Background: an optimization exercise with open tools, aiming at a short achievable clock period and few clock cycles per item. Do not read the settings as production practice.
In this exercise RTL edits were held to simulation tests only and were not proved equivalent to the original.
Power figures rest on the tool's default switching activity, not on a simulated workload.

<file path="config.mk">
export PLATFORM = sky130hd
export DESIGN_NAME = superscalar_core
export DESIGN_NICKNAME = superscalar_core
export VERILOG_FILES = /design/flow/design.v
export SDC_FILE = /design/flow/constraint.sdc
export NUM_CORES = 8
export LEC_CHECK = 0
export CAP_MARGIN = 20
export CELL_PAD_IN_SITES_DETAIL_PLACEMENT = 1
export CELL_PAD_IN_SITES_GLOBAL_PLACEMENT = 2
export CORE_MARGIN = 2
export CORE_UTILIZATION = 25
export PLACE_DENSITY = 0.35
export SETUP_SLACK_MARGIN = 0.15
export SLEW_MARGIN = 20
</file>
<file path="constraint.sdc">
create_clock -name core_clock -period 6.0 [get_ports {clk}]
set_input_delay 1.2000 -clock core_clock [delete_from_list [all_inputs] [get_ports {clk}]]
set_output_delay 1.2000 -clock core_clock [all_outputs]
set_load 0.01 [all_outputs]
</file>
<file path="design.v">
`timescale 1ns/10ps
package cpu_pkg;
    localparam int XLEN = 32;
    localparam int REG_ADDR_W = 5;
    localparam int NUM_REGS = 32;
    localparam int INSN_W = 32;
    localparam int IMM_W = 12;
    localparam int SHAMT_W = 5;
    localparam logic [6:0] OPC_OP = 7'b0110011;
    localparam logic [6:0] OPC_OP_IMM = 7'b0010011;
    localparam logic [2:0] F3_ADD_SUB = 3'b000;
    localparam logic [2:0] F3_SLL = 3'b001;
    localparam logic [2:0] F3_SLT = 3'b010;
    localparam logic [2:0] F3_XOR = 3'b100;
    localparam logic [2:0] F3_SRL = 3'b101;
    localparam logic [2:0] F3_OR = 3'b110;
    localparam logic [2:0] F3_AND = 3'b111;
    localparam logic [6:0] F7_BASE = 7'b0000000;
    localparam logic [6:0] F7_ALT = 7'b0100000;
    localparam logic [3:0] ALU_ADD = 4'd0;
    localparam logic [3:0] ALU_SUB = 4'd1;
    localparam logic [3:0] ALU_AND = 4'd2;
    localparam logic [3:0] ALU_OR  = 4'd3;
    localparam logic [3:0] ALU_XOR = 4'd4;
    localparam logic [3:0] ALU_SLT = 4'd5;
    localparam logic [3:0] ALU_SLL = 4'd6;
    localparam logic [3:0] ALU_SRL = 4'd7;
endpackage
`timescale 1ns/10ps
module issue_decode (
    input  logic        clk,
    input  logic        rst,
    input  logic [63:0] insn_i,
    input  logic [1:0]  insn_valid_i,
    output logic [1:0]  insn_accept_o,
    output logic [9:0]  rd_addr_a_o,
    output logic [9:0]  rd_addr_b_o,
    input  logic [63:0] rd_data_a_i,
    input  logic [63:0] rd_data_b_i,
    output logic [1:0]  dx_valid_o,
    output logic [1:0]  dx_writes_o,
    output logic [9:0]  dx_rd_o,
    output logic [7:0]  dx_alu_op_o,
    output logic [63:0] dx_operand_a_o,
    output logic [63:0] dx_operand_b_o,
    input  logic [1:0]  xr_valid_i,
    input  logic [9:0]  xr_rd_i
);
    localparam int ISSUE_WIDTH = 2;
    logic [31:0]     w      [ISSUE_WIDTH];
    logic [6:0]      opcode [ISSUE_WIDTH];
    logic [2:0]      funct3 [ISSUE_WIDTH];
    logic [6:0]      funct7 [ISSUE_WIDTH];
    logic [4:0]      rs1    [ISSUE_WIDTH];
    logic [4:0]      rs2    [ISSUE_WIDTH];
    logic [4:0]      rd     [ISSUE_WIDTH];
    logic [11:0]     imm12  [ISSUE_WIDTH];
    logic [3:0]      dec_op        [ISSUE_WIDTH];
    logic [cpu_pkg::XLEN-1:0] dec_operand_b [ISSUE_WIDTH];
    logic [ISSUE_WIDTH-1:0] dec_legal;
    logic [ISSUE_WIDTH-1:0] dec_zext;
    logic [ISSUE_WIDTH-1:0] dec_writes;
    logic [ISSUE_WIDTH-1:0] sb_hit;
    logic [ISSUE_WIDTH-1:0] cross_hit;
    logic [ISSUE_WIDTH-1:0] accept;
    function automatic logic reads_reg(input logic [31:0] iw, input logic [4:0] r);
        reads_reg = (r != 5'd0) && (iw[19:15] == r || (iw[6:0] == cpu_pkg::OPC_OP && iw[24:20] == r));
    endfunction
    always_comb begin
        for (int k = 0; k < ISSUE_WIDTH; k++) begin
            w[k] = insn_i[k*32 +: 32];
            opcode[k] = w[k][6:0];
            rd[k] = w[k][11:7];
            funct3[k] = w[k][14:12];
            rs1[k] = w[k][19:15];
            rs2[k] = w[k][24:20];
            funct7[k] = w[k][31:25];
            imm12[k] = w[k][31:20];
            rd_addr_a_o[k*5 +: 5] = rs1[k];
            rd_addr_b_o[k*5 +: 5] = rs2[k];
        end
    end
    always_comb begin
        for (int k = 0; k < ISSUE_WIDTH; k++) begin
            dec_op[k] = cpu_pkg::ALU_ADD;
            dec_legal[k] = 1'b0;
            dec_zext[k] = 1'b0;
            if (opcode[k] == cpu_pkg::OPC_OP) begin
                dec_legal[k] = funct7[k] == cpu_pkg::F7_BASE;
                case (funct3[k])
                    cpu_pkg::F3_ADD_SUB: begin
                        dec_legal[k] = (funct7[k] == cpu_pkg::F7_BASE) || (funct7[k] == cpu_pkg::F7_ALT);
                        dec_op[k] = (funct7[k] == cpu_pkg::F7_ALT) ? cpu_pkg::ALU_SUB : cpu_pkg::ALU_ADD;
                    end
                    cpu_pkg::F3_SLL: dec_op[k] = cpu_pkg::ALU_SLL;
                    cpu_pkg::F3_SLT: dec_op[k] = cpu_pkg::ALU_SLT;
                    cpu_pkg::F3_XOR: dec_op[k] = cpu_pkg::ALU_XOR;
                    cpu_pkg::F3_SRL: dec_op[k] = cpu_pkg::ALU_SRL;
                    cpu_pkg::F3_OR: dec_op[k] = cpu_pkg::ALU_OR;
                    cpu_pkg::F3_AND: dec_op[k] = cpu_pkg::ALU_AND;
                    default: dec_legal[k] = 1'b0;
                endcase
            end else if (opcode[k] == cpu_pkg::OPC_OP_IMM) begin
                dec_legal[k] = 1'b1;
                dec_zext[k] = (funct3[k] == cpu_pkg::F3_XOR) || (funct3[k] == cpu_pkg::F3_OR) || (funct3[k] == cpu_pkg::F3_AND);
                case (funct3[k])
                    cpu_pkg::F3_ADD_SUB: dec_op[k] = cpu_pkg::ALU_ADD;
                    cpu_pkg::F3_SLT: dec_op[k] = cpu_pkg::ALU_SLT;
                    cpu_pkg::F3_XOR: dec_op[k] = cpu_pkg::ALU_XOR;
                    cpu_pkg::F3_OR: dec_op[k] = cpu_pkg::ALU_OR;
                    cpu_pkg::F3_AND: dec_op[k] = cpu_pkg::ALU_AND;
                    cpu_pkg::F3_SLL: begin
                        dec_op[k] = cpu_pkg::ALU_SLL;
                        dec_legal[k] = funct7[k] == cpu_pkg::F7_BASE;
                    end
                    cpu_pkg::F3_SRL: begin
                        dec_op[k] = cpu_pkg::ALU_SRL;
                        dec_legal[k] = funct7[k] == cpu_pkg::F7_BASE;
                    end
                    default: dec_legal[k] = 1'b0;
                endcase
            end
            dec_writes[k] = dec_legal[k] && rd[k] != 5'd0;
            if (opcode[k] == cpu_pkg::OPC_OP) begin
                dec_operand_b[k] = rd_data_b_i[k*32 +: 32];
            end else if (dec_zext[k]) begin
                dec_operand_b[k] = {{(cpu_pkg::XLEN-cpu_pkg::IMM_W){1'b0}}, imm12[k]};
            end else begin
                dec_operand_b[k] = {{(cpu_pkg::XLEN-cpu_pkg::IMM_W){imm12[k][cpu_pkg::IMM_W-1]}}, imm12[k]};
            end
        end
    end
    always_comb begin
        for (int k = 0; k < ISSUE_WIDTH; k++) begin
            sb_hit[k] = 1'b0;
            cross_hit[k] = 1'b0;
            for (int j = 0; j < ISSUE_WIDTH; j++) begin
                if (dx_valid_o[j] && dx_writes_o[j] && reads_reg(w[k], dx_rd_o[j*5 +: 5])) begin
                    sb_hit[k] = 1'b1;
                end
                if (xr_valid_i[j] && reads_reg(w[k], xr_rd_i[j*5 +: 5])) begin
                    sb_hit[k] = 1'b1;
                end
                if (j < k && dec_writes[j] && reads_reg(w[k], rd[j])) begin
                    cross_hit[k] = 1'b1;
                end
            end
        end
    end
    always_comb begin
        logic chain;
        chain = 1'b1;
        for (int k = 0; k < ISSUE_WIDTH; k++) begin
            accept[k] = chain && insn_valid_i[k] && !sb_hit[k] && !cross_hit[k];
            chain = accept[k];
        end
    end
    assign insn_accept_o = accept;
    always_ff @(posedge clk or posedge rst) begin
        if (rst) begin
            dx_valid_o <= '0;
            dx_writes_o <= '0;
        end else begin
            dx_valid_o <= accept;
            dx_writes_o <= accept & dec_writes;
        end
    end
    always_ff @(posedge clk) begin
        for (int k = 0; k < ISSUE_WIDTH; k++) begin
            dx_rd_o[k*5 +: 5] <= rd[k];
            dx_alu_op_o[k*4 +: 4] <= dec_op[k];
            dx_operand_a_o[k*32 +: 32] <= rd_data_a_i[k*32 +: 32];
            dx_operand_b_o[k*32 +: 32] <= dec_operand_b[k];
        end
    end
endmodule
`timescale 1ns/10ps
module execute_lanes (
    input  logic        clk,
    input  logic        rst,
    input  logic [1:0]  dx_valid_i,
    input  logic [1:0]  dx_writes_i,
    input  logic [9:0]  dx_rd_i,
    input  logic [7:0]  dx_alu_op_i,
    input  logic [63:0] dx_operand_a_i,
    input  logic [63:0] dx_operand_b_i,
    output logic [1:0]  xr_valid_o,
    output logic [9:0]  xr_rd_o,
    output logic [63:0] xr_result_o
);
    localparam int ISSUE_WIDTH = 2;
    logic [cpu_pkg::XLEN-1:0] alu_result [ISSUE_WIDTH];
    function automatic logic [cpu_pkg::XLEN-1:0] alu_eval(
        input logic [3:0]      op,
        input logic [cpu_pkg::XLEN-1:0] a,
        input logic [cpu_pkg::XLEN-1:0] b
    );
        case (op)
            cpu_pkg::ALU_ADD: alu_eval = a + b;
            cpu_pkg::ALU_SUB: alu_eval = a - b;
            cpu_pkg::ALU_AND: alu_eval = a & b;
            cpu_pkg::ALU_OR: alu_eval = a | b;
            cpu_pkg::ALU_XOR: alu_eval = a ^ b;
            cpu_pkg::ALU_SLT: alu_eval = {{(cpu_pkg::XLEN-1){1'b0}}, $signed(a) < $signed(b)};
            cpu_pkg::ALU_SLL: alu_eval = a << b[cpu_pkg::SHAMT_W-1:0];
            cpu_pkg::ALU_SRL: alu_eval = a >> b[cpu_pkg::SHAMT_W-1:0];
            default: alu_eval = '0;
        endcase
    endfunction
    always_comb begin
        for (int k = 0; k < ISSUE_WIDTH; k++) begin
            alu_result[k] = alu_eval(dx_alu_op_i[k*4 +: 4], dx_operand_a_i[k*32 +: 32],
                                     dx_operand_b_i[k*32 +: 32]);
        end
    end
    always_ff @(posedge clk or posedge rst) begin
        if (rst) begin
            xr_valid_o <= '0;
        end else begin
            xr_valid_o <= dx_valid_i & dx_writes_i;
        end
    end
    always_ff @(posedge clk) begin
        for (int k = 0; k < ISSUE_WIDTH; k++) begin
            xr_rd_o[k*5 +: 5] <= dx_rd_i[k*5 +: 5];
            xr_result_o[k*32 +: 32] <= alu_result[k];
        end
    end
endmodule
`timescale 1ns/10ps
module writeback_regfile (
    input  logic        clk,
    input  logic        rst,
    input  logic [9:0]  rd_addr_a_i,
    input  logic [9:0]  rd_addr_b_i,
    output logic [63:0] rd_data_a_o,
    output logic [63:0] rd_data_b_o,
    input  logic [1:0]  xr_valid_i,
    input  logic [9:0]  xr_rd_i,
    input  logic [63:0] xr_result_i,
    output logic [1:0]  wb_valid_o,
    output logic [9:0]  wb_rd_o,
    output logic [63:0] wb_data_o
);
    localparam int ISSUE_WIDTH = 2;
    logic [cpu_pkg::XLEN-1:0] regs [cpu_pkg::NUM_REGS];
    always_ff @(posedge clk or posedge rst) begin
        if (rst) begin
            for (int r = 0; r < cpu_pkg::NUM_REGS; r++) begin
                regs[r] <= '0;
            end
        end else begin
            for (int k = 0; k < ISSUE_WIDTH; k++) begin
                if (xr_valid_i[k] && xr_rd_i[k*5 +: 5] != 5'd0) begin
                    regs[xr_rd_i[k*5 +: 5]] <= xr_result_i[k*32 +: 32];
                end
            end
        end
    end
    always_comb begin
        for (int k = 0; k < ISSUE_WIDTH; k++) begin
            rd_data_a_o[k*32 +: 32] = (rd_addr_a_i[k*5 +: 5] == 5'd0) ? '0 : regs[rd_addr_a_i[k*5 +: 5]];
            rd_data_b_o[k*32 +: 32] = (rd_addr_b_i[k*5 +: 5] == 5'd0) ? '0 : regs[rd_addr_b_i[k*5 +: 5]];
        end
    end
    always_ff @(posedge clk or posedge rst) begin
        if (rst) begin
            wb_valid_o <= '0;
        end else begin
            wb_valid_o <= xr_valid_i;
        end
    end
    always_ff @(posedge clk) begin
        wb_rd_o <= xr_rd_i;
        wb_data_o <= xr_result_i;
    end
endmodule
`timescale 1ns/10ps
module superscalar_core (
    input  logic        clk,
    input  logic        rst,
    input  logic [63:0] insn_i,
    input  logic [1:0]  insn_valid_i,
    output logic [1:0]  insn_accept_o,
    output logic [1:0]  wb_valid_o,
    output logic [9:0]  wb_rd_o,
    output logic [63:0] wb_data_o
);
    logic [9:0]  rd_addr_a;
    logic [9:0]  rd_addr_b;
    logic [63:0] rd_data_a;
    logic [63:0] rd_data_b;
    logic [1:0]  dx_valid;
    logic [1:0]  dx_writes;
    logic [9:0]  dx_rd;
    logic [7:0]  dx_alu_op;
    logic [63:0] dx_operand_a;
    logic [63:0] dx_operand_b;
    logic [1:0]  xr_valid;
    logic [9:0]  xr_rd;
    logic [63:0] xr_result;
    issue_decode issue_decode_i (
        .clk            (clk),
        .rst            (rst),
        .insn_i         (insn_i),
        .insn_valid_i   (insn_valid_i),
        .insn_accept_o  (insn_accept_o),
        .rd_addr_a_o    (rd_addr_a),
        .rd_addr_b_o    (rd_addr_b),
        .rd_data_a_i    (rd_data_a),
        .rd_data_b_i    (rd_data_b),
        .dx_valid_o     (dx_valid),
        .dx_writes_o    (dx_writes),
        .dx_rd_o        (dx_rd),
        .dx_alu_op_o    (dx_alu_op),
        .dx_operand_a_o (dx_operand_a),
        .dx_operand_b_o (dx_operand_b),
        .xr_valid_i     (xr_valid),
        .xr_rd_i        (xr_rd)
    );
    execute_lanes execute_lanes_i (
        .clk            (clk),
        .rst            (rst),
        .dx_valid_i     (dx_valid),
        .dx_writes_i    (dx_writes),
        .dx_rd_i        (dx_rd),
        .dx_alu_op_i    (dx_alu_op),
        .dx_operand_a_i (dx_operand_a),
        .dx_operand_b_i (dx_operand_b),
        .xr_valid_o     (xr_valid),
        .xr_rd_o        (xr_rd),
        .xr_result_o    (xr_result)
    );
    writeback_regfile writeback_regfile_i (
        .clk         (clk),
        .rst         (rst),
        .rd_addr_a_i (rd_addr_a),
        .rd_addr_b_i (rd_addr_b),
        .rd_data_a_o (rd_data_a),
        .rd_data_b_o (rd_data_b),
        .xr_valid_i  (xr_valid),
        .xr_rd_i     (xr_rd),
        .xr_result_i (xr_result),
        .wb_valid_o  (wb_valid_o),
        .wb_rd_o     (wb_rd_o),
        .wb_data_o   (wb_data_o)
    );
endmodule
</file>
<file path="run.sh">
#!/bin/bash
# synth_recipe.tcl (not shown) runs the flow's synth.tcl, then flattens the netlist and writes it again
# the make line also repeats each setting of config.mk as NAME=value (left out here)
make -C /OpenROAD-flow-scripts/flow DESIGN_CONFIG=/design/flow/config.mk WORK_HOME=/design/flow/orfs CLKGATE_MAP_FILE= SYNTH_SCRIPT=/design/flow/synth_recipe.tcl finish
</file>
==> results.txt <==
per-stage QoR:
| stage | setup slack, ns | cells |
|---|---|---|
| 2_1_floorplan | -8.98 | 11012 |
| 5_1_grt | 0.247 | 16122 |
| 4_1_cts | 0.337 | 16096 |
| 3_5_place_dp | -0.0397 | 15771 |
| 6_report | 0.292 | 16252 |
| 3_3_place_gp | -0.700 | 15752 |
placed cells by master (no fill, tap or decap), types with 69 or more instances in the layout:
cell / netlist / routed
dfxtp_1: 292 / 252
a21oi_1: 984 / 984
mux4_2: 82 / 82
buf_12: 0 / 117
inv_1: 208 / 205
a22o_1: 461 / 461
nand3_1: 238 / 234
o22ai_1: 69 / 69
a31oi_1: 82 / 82
clkdlybuf4s50_1: 0 / 143
a222oi_1: 128 / 128
a32oi_1: 117 / 117
nand2_1: 787 / 748
clkbuf_16: 0 / 179
nor3_1: 185 / 146
nor2_4: 0 / 140
nand4_1: 262 / 262
ha_1: 228 / 228
xnor2_1: 71 / 71
nor2_1: 1069 / 920
buf_4: 2 / 698
dfrtp_1: 1000 / 999
mux2i_1: 876 / 876
a22oi_1: 873 / 873
diode_2: 0 / 152
a221oi_1: 498 / 498
o21ai_0: 647 / 646
cells in the mapped netlist (238+ instances only):
cell type and n:
nand2_1 787, mux2i_1 876, nand3_1 238, nor2_1 1069, a21oi_1 984, a221oi_1 498, o21ai_0 647, nand4_1 262
a22oi_1 873, dfxtp_1 292, dfrtp_1 1000, a22o_1 461, clkbuf_1 966
sequential cells by signal, indices dropped and copies added, names as in the netlist:
name and cells:
execute_lanes_i.xr_valid_o 2, issue_decode_i.dx_rd_o 10, issue_decode_i.dx_operand_b_o 64, execute_lanes_i.xr_result_o 64
execute_lanes_i.xr_rd_o 10, issue_decode_i.dx_operand_a_o 64, issue_decode_i.dx_valid_o 2, writeback_regfile_i.wb_data_o 64
writeback_regfile_i.wb_rd_o 10, writeback_regfile_i.wb_valid_o 2, issue_decode_i.dx_writes_o 2, writeback_regfile_i.regs 992
issue_decode_i.dx_alu_op_o 6
area by class of cell:
| cell class | count | area share, % |
|---|---|---|
| multi-input cells | 8347 | 52.1 |
| flip-flops and latches | 1292 | 27.6 |
| repair buffers | 973 | 8.40 |
| well taps | 4950 | 5.52 |
| clock buffers | 254 | 4.59 |
| clock inverters | 71 | 0.774 |
| inverters | 213 | 0.716 |
| diodes | 152 | 0.339 |
power breakdown:
group	total (mW)	switching [mW]	internal (mW)
clock network	11.6	5.03	6.61
logic	3.58	2.76	0.821
registers	9.23	0.377	8.86
kinds of logic after synthesis:
kind of cell	after synthesis	synth area share, %
AOI/OAI and AO/OA	4215	31.6
xor gates and xnor gates	120	1.13
adders and majority gates	232	3.17
buffers and inverters	1373	5.66
DFF	1292	33.3
muxes	973	11.7
and+or+nand+nor	2807	13.5
routing by layer:
metal  GRT usage (%)  vias to the layer above
met4            35.9                       85
li1                -                    42446
met5            1.46                        -
met3            23.6                     3882
met1            59.4                    61283
met2            68.2                    11775
critical path: cells and delay by family:
kind            cells  cell delay, ns
compound gates      1            0.31
xor+xnor            1            0.14
buf+inv             3            1.76
simple gates        4            1.08
path summary, 6_finish.rpt:
kind | slack [ns] | from | cells past startpoint | to
max in group asynchronous | 3.70 | rst | 4 | writeback_regfile_i.regs[6][10]$_DFF_PP0_
worst max-delay path | 0.29 | insn_i[19] | 9 | insn_accept_o[1]
worst min register to register | 0.38 | execute_lanes_i.xr_result_o[32]$_DFF_P_ | 0 | writeback_regfile_i.wb_data_o[32]$_DFF_P_
worst min-delay path | 0.38 | execute_lanes_i.xr_result_o[32]$_DFF_P_ | 0 | writeback_regfile_i.wb_data_o[32]$_DFF_P_
min in group asynchronous | 0.77 | rst | 2 | writeback_regfile_i.regs[23][13]$_DFF_PP0_
worst max register to register | 1.26 | issue_decode_i.dx_operand_a_o[7]$_SDFF_PN0_ | 11 | execute_lanes_i.xr_result_o[29]$_DFF_P_
==> qor.log <==
qor: placement.placed_area 106000 um^2
qor: clocking.cts-buffers-inserted 177
qor: synth.avgSynthCellArea 8.41 um^2
qor: pwr.power.leakage 48.6 nW
qor: clocking.clkTransAtPathRegs 0.05 ns
qor: sta.final_cycle_share 95.1%
qor: setup_path.cp-end-kind primary output
qor: layout.layout.nets 11304
qor: setup_path.worstPathRequired 4.80 ns
qor: clocking.cts_buffer_depth 4
qor: pwr.design_power_total 24.5 mW
qor: floorplan.fp.dieH 613 um
qor: layout.post-route-util 30.4%
qor: sta.tightestPinTransition 1.37 ns
qor: clocking.cts_max_level 4
qor: min_path.worst_hold_path_type reg -> reg
qor: synth.synth_fp_nets 11312
qor: layout.multiInputGateArea 58400 um^2
qor: sta.achievable-frequency 175 MHz
qor: drt.remaining_antenna_violation_count 0
qor: clocking.clock_sink_count 1292
qor: setup_path.startpoint_type input port
qor: synth.netlist.top_cell.by_area dfrtp_1
qor: global_route.grt_max_degree 105
qor: synth.post_synth_inst_count 11012
qor: synth.yosys_register_bits 1292
qor: synth.synth-edff-count 0
qor: clocking.cts.repair.resized 3
qor: sta.worst_hold_slack 0.376 ns
qor: clocking.post_cts_setup_inserts 0
qor: sta.final.setup_skew 0.0586 ns
qor: layout.drive_above_1_share 14.1%
qor: drt.detailedRoute.firstIterationViolations 22153
qor: drt.drt-met1-wl 367000 um
qor: sta.period_minus_slack 5.71 ns
qor: synth.async_reset_ff_share 77.4%
qor: global_route.gr-total-overflow 0
qor: global_route.grt_first_pass_wirelength 1220000 um
qor: sta.rsz0062_at_grt false
qor: layout.syn_to_final_growth 21.1%
qor: setup_path.worst_path_most_repeated_cell clkdlybuf4s50_1
qor: drt.route.detailed.drc 0
qor: drt.wl_met3 125000 um
qor: floorplan.core.rowCount 223
qor: global_route.globalRouteTotalUtil 49.5%
qor: setup_path.critical_path_type in -> out
qor: layout.final.fill_count 42246
qor: placement.hpwlAfterDp 645000 um
qor: sta.totalNegativeSetupSlack 0 ns
qor: sta.hold_violation_total_from_the_final_report 0
qor: clocking.worstSkewPairLatency 0.97 ns
qor: setup_path.worstPathCellList clkdlybuf4s50_1 -> buf_4 -> xnor2_1 -> nand3_1 -> nor3_1 -> o21ai_0 -> nand4_1 -> nor4_4 -> clkdlybuf4s50_1
qor: synth.post_synthesis_sequential_area_ratio 33.3%
qor: drt.detail_route.vias_per_cell 7.35
qor: sta.finalSetupViolCount 0
qor: global_route.vias_in_the_first_global_route 109578
qor: drt.routed_wirelength_normalized_by_instance_count 59.2 um
qor: floorplan.initial_core_util 25.1%
qor: setup_path.critical_path.slowest_cell clkdlybuf4s50_1
qor: sta.slew-limit-headroom 7.83%
qor: drt.top_layer met5
qor: clocking.hold_buffers 0
qor: flow_run.drv.max_cap_violation_count 0
qor: sta.drv_slew 0
qor: synth.synth_top_area_share 27.0%
qor: drt.detailed_routing_iteration_count_for_the_pre_antenna_repair_pass 11
qor: floorplan.design.die.area 375000 um^2
qor: setup_path.signal_arrival_time_at_the_worst_endpoint 4.51 ns
qor: synth.synth.distinct_cells 95
qor: floorplan.top_level_ports 146
qor: drt.wl_met2 386000 um
qor: pwr.ir_worst_vdd 201 uV
qor: outcome.outcome complete, no violations
qor: drt.routed_wl 962000 um
qor: setup_path.critical_path_peak_fanout 5
qor: pwr.powerDensity 218 nW/um^2
qor: synth.synth-main-ff-cell dfrtp_1
qor: floorplan.core_area 369000 um^2
qor: synth.post_synth_instance_area 92600 um^2
qor: layout.ff_latch_area 30900 um^2
qor: setup_path.cpPeakStageDelay 0.79 ns
qor: placement.number_of_buffers_inserted_by_port_buffering 145
qor: layout.design_area 112000 um^2
qor: clocking.tritoncts done
qor: drt.route.vias.total 119471
qor: global_route.grt_antenna_before_repair 166
qor: floorplan.die_w 613 um
qor: clocking.clockRootBuffer clkbuf_16
qor: placement.gp_congestion 1.06
qor: synth.area_contributors_post_synth dfrtp_1 (27%), mux2i_1 (9.5%), a22oi_1 (7.1%)
qor: synth.synth_warnings 15
Testbench counts, summed over its fixed seeds: cycles 21,204, items 12,800.

-- what the ideal ports hide --
The results above use ideal ports. As a check the final layout listed here was re-extracted and re-timed, cells and wires unchanged. Step 1 (the two cells are an assumption about what drives the block):
set clk [get_ports {clk}]
set_driving_cell -lib_cell sky130_fd_sc_hd__clkbuf_16 $clk
set_driving_cell -lib_cell sky130_fd_sc_hd__buf_2 [delete_from_list [all_inputs] $clk]
Step 2, shift: input delay + t, output delay - t, t = (earliest + latest rising clock arrival at the registers) / 2. This alone moves slack from input paths to output paths. Three values: no drivers, after step 1, after step 2; two values: the first two.
shift t [ns]: 1.052
setup slack, ns: 0.292 / 0.259 / -0.024
worst setup path after step 2: input to register
slew at the worst register clock pin (ns): 0.08 / 0.08
pins driven straight from the clock port: 1
Met with ideal ports but missed after step 2: setup timing in this run. The setup slack of this run moves by -0.033 ns with the drivers and by -0.316 ns with both steps.
